From an optimization exercise on the open Yosys and OpenROAD flow, aimed at small area, a short achievable clock period and few clock cycles; shortcuts taken in it are not production practice. The RTL was checked by simulation tests, not by an equivalence proof against the original design.

==> flow/design.v, too long to show whole: its modules and the start of the top module <==
// module mp_booth_lane: 2837 lines
// module mp_csa8: 1246 lines
// module mp_top: 218 lines
module mp_top
(
    input  logic        clock,
    input  logic        reset_n,
    input  logic        start,
    input  logic        y_wr_en,
    input  logic [1:0]  y_wr_addr,
    input  logic [31:0] y_wr_data,
    input  logic        dict_wr_en,
    input  logic [4:0]  dict_wr_addr,
    input  logic [31:0] dict_wr_data,
    input  logic [2:0]  x_rd_addr,
    output logic [31:0] x_rd_data,
    output logic        busy,
    output logic        done
);
  // ...
==> flow/flow/run.sh <==
#!/bin/bash
set -euo pipefail
export SETUP_SLACK_MARGIN=8.0
bash standard.sh > standard_flow.log 2>&1
==> flow/standard.sh <==
#!/bin/bash
# synth_recipe.tcl (not shown) runs the flow's synth.tcl, then flattens the netlist and writes it again
# the make line also repeats each setting of config.mk as NAME=value (left out here)
make -C /OpenROAD-flow-scripts/flow DESIGN_CONFIG=/design/flow/config.mk WORK_HOME=/design/flow/orfs CLKGATE_MAP_FILE= SYNTH_SCRIPT=/design/flow/synth_recipe.tcl "${@:-finish}"
==> flow/config.mk <==
export PLATFORM = sky130hd
export DESIGN_NAME = mp_top
export DESIGN_NICKNAME = mp_top
export VERILOG_FILES = /design/flow/design.v
export SDC_FILE = /design/flow/constraint.sdc
export NUM_CORES = 4
export LEC_CHECK = 0
export ABC_AREA = 1
export CAP_MARGIN = 20
export CORE_MARGIN = 2
export CORE_UTILIZATION = 40
export SLEW_MARGIN = 20
==> flow/constraint.sdc <==
create_clock -name core_clock -period 12.5 [get_ports {clock}]
set_input_delay 2.5000 -clock core_clock [delete_from_list [all_inputs] [get_ports {clock}]]
set_output_delay 2.5000 -clock core_clock [all_outputs]
set_load 0.01 [all_outputs]
==> reports/results.tsv, run 1 <==
stage	metric	value	unit
run_status	status	no timing/DRC/antenna violations	
setup_path	FF-to-FF path depth	15	
setup_path	crit path capture	pb[24]	
hold_path	HP Class	register to register	
floorplan	Core Area	413000	µm²
clock_tree	post_cts resized	790	
hold_path	worst hold path stage count	2	
cells_and_area	fin cells	23170	
placement	area post-placement	173000	µm²
route	met3 WL	104	mm
clock_tree	clk buf depth	4	
setup_path	stages on the worst setup path	15	
global_routing	GRT met3 Usage	12.7	%
setup_path	data required time of the worst path	13.40	ns
placement	dpl ws	6.63	ns
clock_tree	CTS Buf Count	238	
yosys	ys async rst share	0	%
setup_path	crit path max-delay cell type	fa_2	
cells_and_area	fraction of area in registers	28.2	%
hold_path	worst hold start	dmem[25][24]	
cells_and_area	Antenna Cells	57	
global_routing	total grt overflow	0	
cells_and_area	Buffers, non-clock	830	
global_routing	initial antenna violation count	76	
yosys	Post-synth EDFFs	1097	
setup_path	critical path launch point	bs[2][28]	
yosys	Ys Warns	31	
cells_and_area	final-layout clock buffer total	326	
yosys	count leader, synth	inv_1	
clock_tree	H-tree depth	4	
yosys	Synth cell types	60	
Testbench counts, summed over its fixed seeds: cycles 4,043.
==> run 2: changes to the inputs <==
--- a/flow/config.mk
+++ b/flow/config.mk
@@ -8,5 +8,5 @@
 export ABC_AREA = 1
 export CAP_MARGIN = 20
 export CORE_MARGIN = 2
-export CORE_UTILIZATION = 40
+export CORE_UTILIZATION = 48
 export SLEW_MARGIN = 20
==> reports/results.tsv, run 2 <==
stage	metric	value	unit	change
cells_and_area	utilization after layout	54.3	%	
global_routing	largest net degree at the start of global routing	129		
hold_path	worst hold start	dmem[24][8]		
route	Post-DRT Antenna Nets	0		
sta	# setup viols final	0		
yosys	Synth cell types	60		unchanged
cells_and_area	most common cell after layout, fill and taps aside	inv_1		
yosys	syn nets	19911		
sta	RSZ-0062 raised after global routing	true		
clock_tree	clock root buffer	clkbuf_16		
sta	fin crit period	4.66	ns	
route	Post-route DRC	0		
global_routing	vias in the first global route	132332		
cells_and_area	fillcell total	30832		
setup_path	FF-to-FF path depth	21		+6
yosys	Ys Warns	31		unchanged
floorplan	Row Count	215		
yosys	area leader, netlist	fa_1		
route	DR iter-0 viols	19490		
sta	worst hold slack	0.418	ns	
clock_tree	H-tree depth	4		unchanged
clock_tree	Reg clk slew, reported paths	0.08	ns	
floorplan	die area	350000	µm²	
clock_tree	CTS Buf Count	232		-2.5%
placement	Routability Congestion	1.12		
placement	area post-placement	172000	µm²	-0.73%
run	max_cap viols	0		
global_routing	first-pass GRT wire length	990	mm	
yosys	top cells by count, synth	2781 x inv_1, 2469 x nand2_1, 2041 x xor2_1		
setup_path	data required time of the worst path	13.38	ns	-0.02 ns
route	DR vias/cell	6.17		
setup_path	reg-to-reg startpoint	bc[1][18]		
setup_path	CP endpoint kind	register		
hold_path	HP Class	register to register		
placement	post-DP HPWL	484	mm	
placement	port buffer count	112		
cells_and_area	Layout area overhead	12.4	%	
run_status	status	no timing/DRC/antenna violations		
global_routing	total grt overflow	0		unchanged
sta	Worst Skew	0.0843	ns	
cells_and_area	design area	186000	µm²	
yosys	Seq/Total Area, Yosys	31.9	%	
clock_tree	cts hold-fix bufs	0		
yosys	Post-synth EDFFs	1097		unchanged
cells_and_area	Largest Register	dmem		
floorplan	Core Area	344000	µm²	-17%
sta	Slew Limit Fails	0		
yosys	#FFs+latches synth	2091		
global_routing	GRT Total Usage	39.7	%	
yosys	count leader, synth	inv_1		
global_routing	initial antenna violation count	35		-54%
cells_and_area	Reg area	53300	µm²	
floorplan	IO Count	113		
setup_path	R2R Path End	pb[26]		
yosys	Yosys top cell area share	23.1	%	
clock_tree	CTS tree	done		
cells_and_area	final net count	19830		
floorplan	Initial Utilization	48.3	%	
sta	FMAX	215	MHz	
sta	final period utilization	37.3	%	
placement	dpl cells	21428		
clock_tree	clock latency at the later pin of the worst-skew pair	1.04	ns	
yosys	ranking of synthesized cells by area	fa_1 23%, edfxtp_1 20%, dfxtp_1 12%		
cells_and_area	layout cells sized above 1	11.5	%	
setup_path	Arr. time, crit path	5.53	ns	
cells_and_area	Regs by FF count	dmem (1024), bs (192), bc (188)		
route	vias	136653		
sta	max_slew headroom	7.56	%	
setup_path	crit path kind	register to register		
hold_path	WHS Endpoint	yreg[0][8]		
sta	Worst Tran Pin Value	1.38	ns	
cells_and_area	fin cells	22155		-4.4%
sta	total negative slack	0	ns	
route	WL final	710	mm	
floorplan	DIE HEIGHT	592	µm	
yosys	ys async rst share	0	%	unchanged
sta	final hold vios	0		
hold_path	worst hold path stage count	2		unchanged
cells_and_area	most frequent cells in the layout	2592 x inv_1, 2387 x nand2_1, 1997 x xor2_1, 1823 x fa_1, 1720 x o22ai_1		
yosys	Post-Synthesis Cells	17441		
cells_and_area	area of the multi-input gates	100000	µm²	
route	count of TritonRoute iterations in the first routing pass	8		
yosys	Primary FF master, synth	edfxtp_1		
floorplan	die width	592	µm	
yosys	post-synthesis cell area	166000	µm²	
route	DR WL/cell	32.0	µm	
clock_tree	clk buf depth	4		unchanged
setup_path	CP Max Fanout	5		
cells_and_area	max FFs per register	1024		
clock_tree	CTS sink cnt	2091		
yosys	Syn Area/Cell	9.51	µm²	
setup_path	Reg2Reg Setup Slack	7.84	ns	
setup_path	CP startpoint kind	register		
run 2: worst max-delay path by stage:
| stage | start | endpoint | slack [ns] |
|---|---|---|---|
| 6_report | bc[1][18] | pb[26] | 7.84 |
| 5_1_grt | bs[2][8] | pb[26] | 7.79 |
| 3_5_place_dp | pb[31] | xtwo[0][8] | 6.32 |
| 2_1_floorplan | dict_wr_en | dmem[0][0] | 7.76 |
| 4_1_cts | bs[0][10] | pb[26] | 7.91 |
| 3_3_place_gp | pb[31] | xtwo[2][15] | 6.37 |
run 2: per-stage QoR:
| step | worst slack (ns) |
|---|---|
| 5_1_grt | 7.79 |
| 6_report | 7.84 |
| 3_3_place_gp | 6.37 |
| 3_5_place_dp | 6.32 |
| 2_1_floorplan | 7.76 |
| 4_1_cts | 7.91 |
run 2: cell families after synthesis:
logic type,after synthesis,synth area share (%)
AO/OA/AOI/OAI,2941,11.1
XOR/XNOR,2164,11.4
adder cells (fa/ha/maj),2391,26.7
buffers and inverters,3980,9.27
flip-flops,2091,31.9
AND/OR/NAND/NOR,3874,9.59
run 2: cell type report:
cell class | instances | share of cell area, %
Clock inverter | 131 | 0.791
Clock buffer | 306 | 3.47
Sequential cell | 2091 | 28.6
Timing Repair inverter | 10 | 0.0403
Timing Repair Buffer | 765 | 4.14
Antenna cell | 35 | 0.0470
Inverter | 2887 | 6.11
Tap cell | 4557 | 3.06
Multi-Input combinational cell | 11373 | 53.8
run 2: worst max-delay path, cell delays in order (launching register included):
cell and delay [ns]:
dfxtp_2 0.34, clkinvlp_4 0.27, fa_1 0.64, inv_2 0.06, fa_2 0.38, fa_1 0.46, fa_1 0.55, ha_4 0.24
a21oi_4 0.14, inv_2 0.07, a31oi_4 0.17, nor3_1 0.08, nor4_2 0.16, nand2_2 0.12, nand2_1 0.08, o211ai_1 0.20
nand2_1 0.14, nand2_2 0.11, a21oi_4 0.18, inv_1 0.05, nand2_1 0.05, nand2_1 0.06
run 2: timing repair:
item,4_1_cts,5_1_grt
pin swaps,114,205
setup endpoints to repair,705,466
resized for setup,721,725
cloned,12,11
buffers inserted,108,124
run 2: metal layers:
layer / global-route usage [%] / wire length (µm) / vias to the layer above
met2: 56.5 / 291000 / 10306
li1: - / - / 56462
met3: 14.7 / 101000 / 2588
met5: 0 / 519 / -
met1: 51.2 / 263000 / 67261
met4: 24.5 / 54400 / 36
==> run 3: changes to the inputs <==
==> flow/flow/run.sh (replaced) <==
#!/bin/bash
set -euo pipefail
export SETUP_SLACK_MARGIN=7.5
bash standard.sh > standard_flow.log 2>&1
==> reports/results.tsv, run 3 <==
stage	metric	value	unit	change
run_status	status	no timing/DRC/antenna violations		
cells_and_area	most frequent cells in the layout	2703 x inv_1, 2442 x nand2_1, 2038 x xor2_1, 1903 x fa_1, 1760 x o22ai_1		
global_routing	largest net degree at the start of global routing	129		unchanged
floorplan	Row Count	215		unchanged
yosys	count leader, synth	inv_1		
floorplan	die width	592	µm	unchanged
sta	Worst Skew	0.0954	ns	+0.0111 ns
clock_tree	CTS sink cnt	2091		unchanged
sta	fin crit period	5.09	ns	+0.435 ns
cells_and_area	max FFs per register	1024		unchanged
route	DR iter-0 viols	18709		-4.0%
setup_path	critical path launch point	pb[31]		
route	DR vias/cell	6.16		-0.16%
yosys	Ys Warns	31		unchanged
sta	final hold vios	0		unchanged
yosys	Syn Area/Cell	9.51	µm²	unchanged
setup_path	CP endpoint kind	register		
yosys	Post-synth EDFFs	1097		unchanged
sta	Worst Tran Pin Value	1.39	ns	+0.00589 ns
cells_and_area	Largest Register	dmem		
yosys	top cells by count, synth	2781 x inv_1, 2469 x nand2_1, 2041 x xor2_1		
clock_tree	clk buf depth	4		unchanged
yosys	Post-Synthesis Cells	17441		unchanged
floorplan	Core Area	344000	µm²	unchanged
route	WL final	709	mm	-0.12%
sta	final period utilization	40.7	%	+3.5 points
hold_path	HP Class	register to register		
placement	post-DP HPWL	491	mm	+1.4%
floorplan	IO Count	113		unchanged
placement	Routability Congestion	1.08		-3.6%
yosys	Yosys top cell area share	23.1	%	unchanged
placement	dpl ws	6.59	ns	+0.269 ns
clock_tree	Reg clk slew, reported paths	0.09	ns	about the same
setup_path	CP startpoint kind	register		
global_routing	first-pass GRT wire length	993	mm	+0.30%
cells_and_area	Regs by FF count	dmem (1024), bs (192), bc (188)		
hold_path	worst hold start	dmem[24][17]		
run	max_cap viols	0		unchanged
floorplan	die area	350000	µm²	unchanged
yosys	syn nets	19911		unchanged
setup_path	Arr. time, crit path	5.91	ns	+0.38 ns
cells_and_area	layout cells sized above 1	7.00	%	-4.5 points
global_routing	initial antenna violation count	54		+54%
yosys	Seq/Total Area, Yosys	31.9	%	unchanged
cells_and_area	Reg area	52900	µm²	-0.66%
sta	RSZ-0062 raised after global routing	true		
sta	max_slew headroom	7.17	%	-0.39 points
setup_path	CP Max Fanout	65		+60
route	count of TritonRoute iterations in the first routing pass	14		+6
sta	worst hold slack	0.421	ns	+0.00250 ns
clock_tree	cts hold-fix bufs	0		unchanged
cells_and_area	area of the multi-input gates	98500	µm²	-1.7%
yosys	area leader, netlist	fa_1		
yosys	#FFs+latches synth	2091		unchanged
setup_path	Reg2Reg Setup Slack	7.41	ns	-0.43 ns
global_routing	total grt overflow	0		unchanged
cells_and_area	most common cell after layout, fill and taps aside	inv_1		
yosys	ranking of synthesized cells by area	fa_1 23%, edfxtp_1 20%, dfxtp_1 12%		
cells_and_area	Layout area overhead	9.36	%	
setup_path	reg-to-reg startpoint	pb[31]		
route	Post-route DRC	0		unchanged
sta	# setup viols final	0		unchanged
yosys	Synth cell types	60		unchanged
sta	final setup margin	7.41	ns	-0.435 ns
placement	port buffer count	112		unchanged
route	vias	135634		-0.75%
yosys	post-synthesis cell area	166000	µm²	unchanged
setup_path	data required time of the worst path	13.32	ns	-0.06 ns
clock_tree	CTS Buf Count	233		+0.43%
clock_tree	clock latency at the later pin of the worst-skew pair	1.00	ns	-0.04 ns
cells_and_area	fillcell total	31567		+2.4%
sta	total negative slack	0	ns	unchanged
clock_tree	H-tree depth	4		unchanged
cells_and_area	final net count	19672		-0.80%
yosys	Primary FF master, synth	edfxtp_1		
clock_tree	CTS tree	done		
route	Post-DRT Antenna Nets	0		unchanged
sta	FMAX	196	MHz	-8.5%
yosys	ys async rst share	0	%	unchanged
sta	Slew Limit Fails	0		unchanged
global_routing	GRT Total Usage	40.0	%	+0.23 points
global_routing	vias in the first global route	132080		-0.19%
placement	dpl cells	21429		+0.0047%
floorplan	DIE HEIGHT	592	µm	unchanged
cells_and_area	fin cells	22025		-0.59%
clock_tree	clock root buffer	clkbuf_16		
floorplan	Initial Utilization	48.3	%	unchanged
route	DR WL/cell	32.2	µm	+0.47%
setup_path	crit path kind	register to register		
## run 3: cell counts after synthesis
Identical to the previous run, type by type.
## run 3: logic make-up (layout without fill, tap and decap cells)
family,after synthesis,in the layout,synth area share (%)
AOI/OAI and AO/OA,2941,2942,11.1
xor gates and xnor gates,2164,2164,11.4
adders and majority gates,2391,2391,26.7
buffers and inverters,3980,3939,9.27
DFF,2091,2091,31.9
other,0,65,0
and+or+nand+nor,3874,3876,9.59
## run 3: final timing paths
path                                    end  depth (start not counted)
worst max-delay path             xtwo[0][3]                         19
worst min-delay path            yreg[0][17]                          2
worst max register to register   xtwo[0][3]                         19
worst min register to register  yreg[0][17]                          2
## run 3: area by class of cell
class	count	share of cell area, %
well taps	4557	3.14
diodes	65	0.0897
repair buffers	613	2.83
multi-input cells	11373	54.3
repair inverters	3	0.0110
clock inverters	128	0.836
clock buffers	308	3.50
inverters	2887	6.09
flip-flops and latches	2091	29.2
## run 3: per-layer routing
metal / GRT usage, % / part of all wire (%) / routed length [µm]
met3: 14.5 / 14 / 97900
met1: 51.1 / 37 / 264000
met2: 57.2 / 41 / 294000
met4: 25.6 / 7.6 / 53600
met5: 0 / 0.044 / 315
## run 3: through the flow
step | instance area (µm²) | util, %
after CTS | 180000 | 52.4
after global placement | 172000 | 49.9
after detailed placement | 172000 | 50.0
after global routing | 181000 | 52.8
after floorplan | 166000 | -
final | 181000 | 52.8
## run 3: what timing repair did
item	CTS	global route
hold endpoints to repair	0	0
setup buffers	30	57
pin swaps	8	41
gates cloned	5	1
setup endpoints to repair	322	320
resized for setup	111	193
## run 3: critical path, cell delays in order (launching register included)
cell	delay (ns)
dfxtp_2	0.35
buf_8	0.37
xor2_1	0.20
ha_1	0.26
a21oi_1	0.16
o21ai_0	0.12
a21oi_1	0.37
nand2_1	0.12
o21bai_2	0.27
nand2_4	0.25
inv_4	0.18
nand2_2	0.08
nand2_4	0.26
and2_4	0.40
buf_16	0.39
nor2_4	0.20
inv_1	0.59
nand2_1	0.17
nand3_1	0.12
nand2_1	0.05

-- what the ideal ports hide --
The results above use ideal ports. As a check the final layouts listed here were re-extracted and re-timed, cells and wires unchanged.
Step 1: set_driving_cell puts a clkbuf_16 on clock and a buf_2 on each other input, an assumption about the parent block.
Step 2 also shifts input and output timing later by t, the mid clock arrival at the registers, as if the neighbouring blocks saw the same clock.
a / b / c = ideal ports / drivers / drivers and shift; a / b = the first two.
run	t, ns	setup slack, ns	hold slack, ns	slew at the worst register clock pin (ns)
run 1	1.111	7.889 / 7.889 / 7.083	0.443 / 0.443 / 0.443	0.08 / 0.08
run 2	1.093	7.844 / 7.844 / 6.993	0.418 / 0.418 / 0.418	0.08 / 0.08
run 3	1.057	7.409 / 7.409 / 6.728	0.421 / 0.421 / 0.421	0.09 / 0.09
After both steps setup and hold are still met in every run listed. For run 2, which loses most, drivers alone change the setup slack by 0.000 ns; drivers and shift together by -0.851 ns.
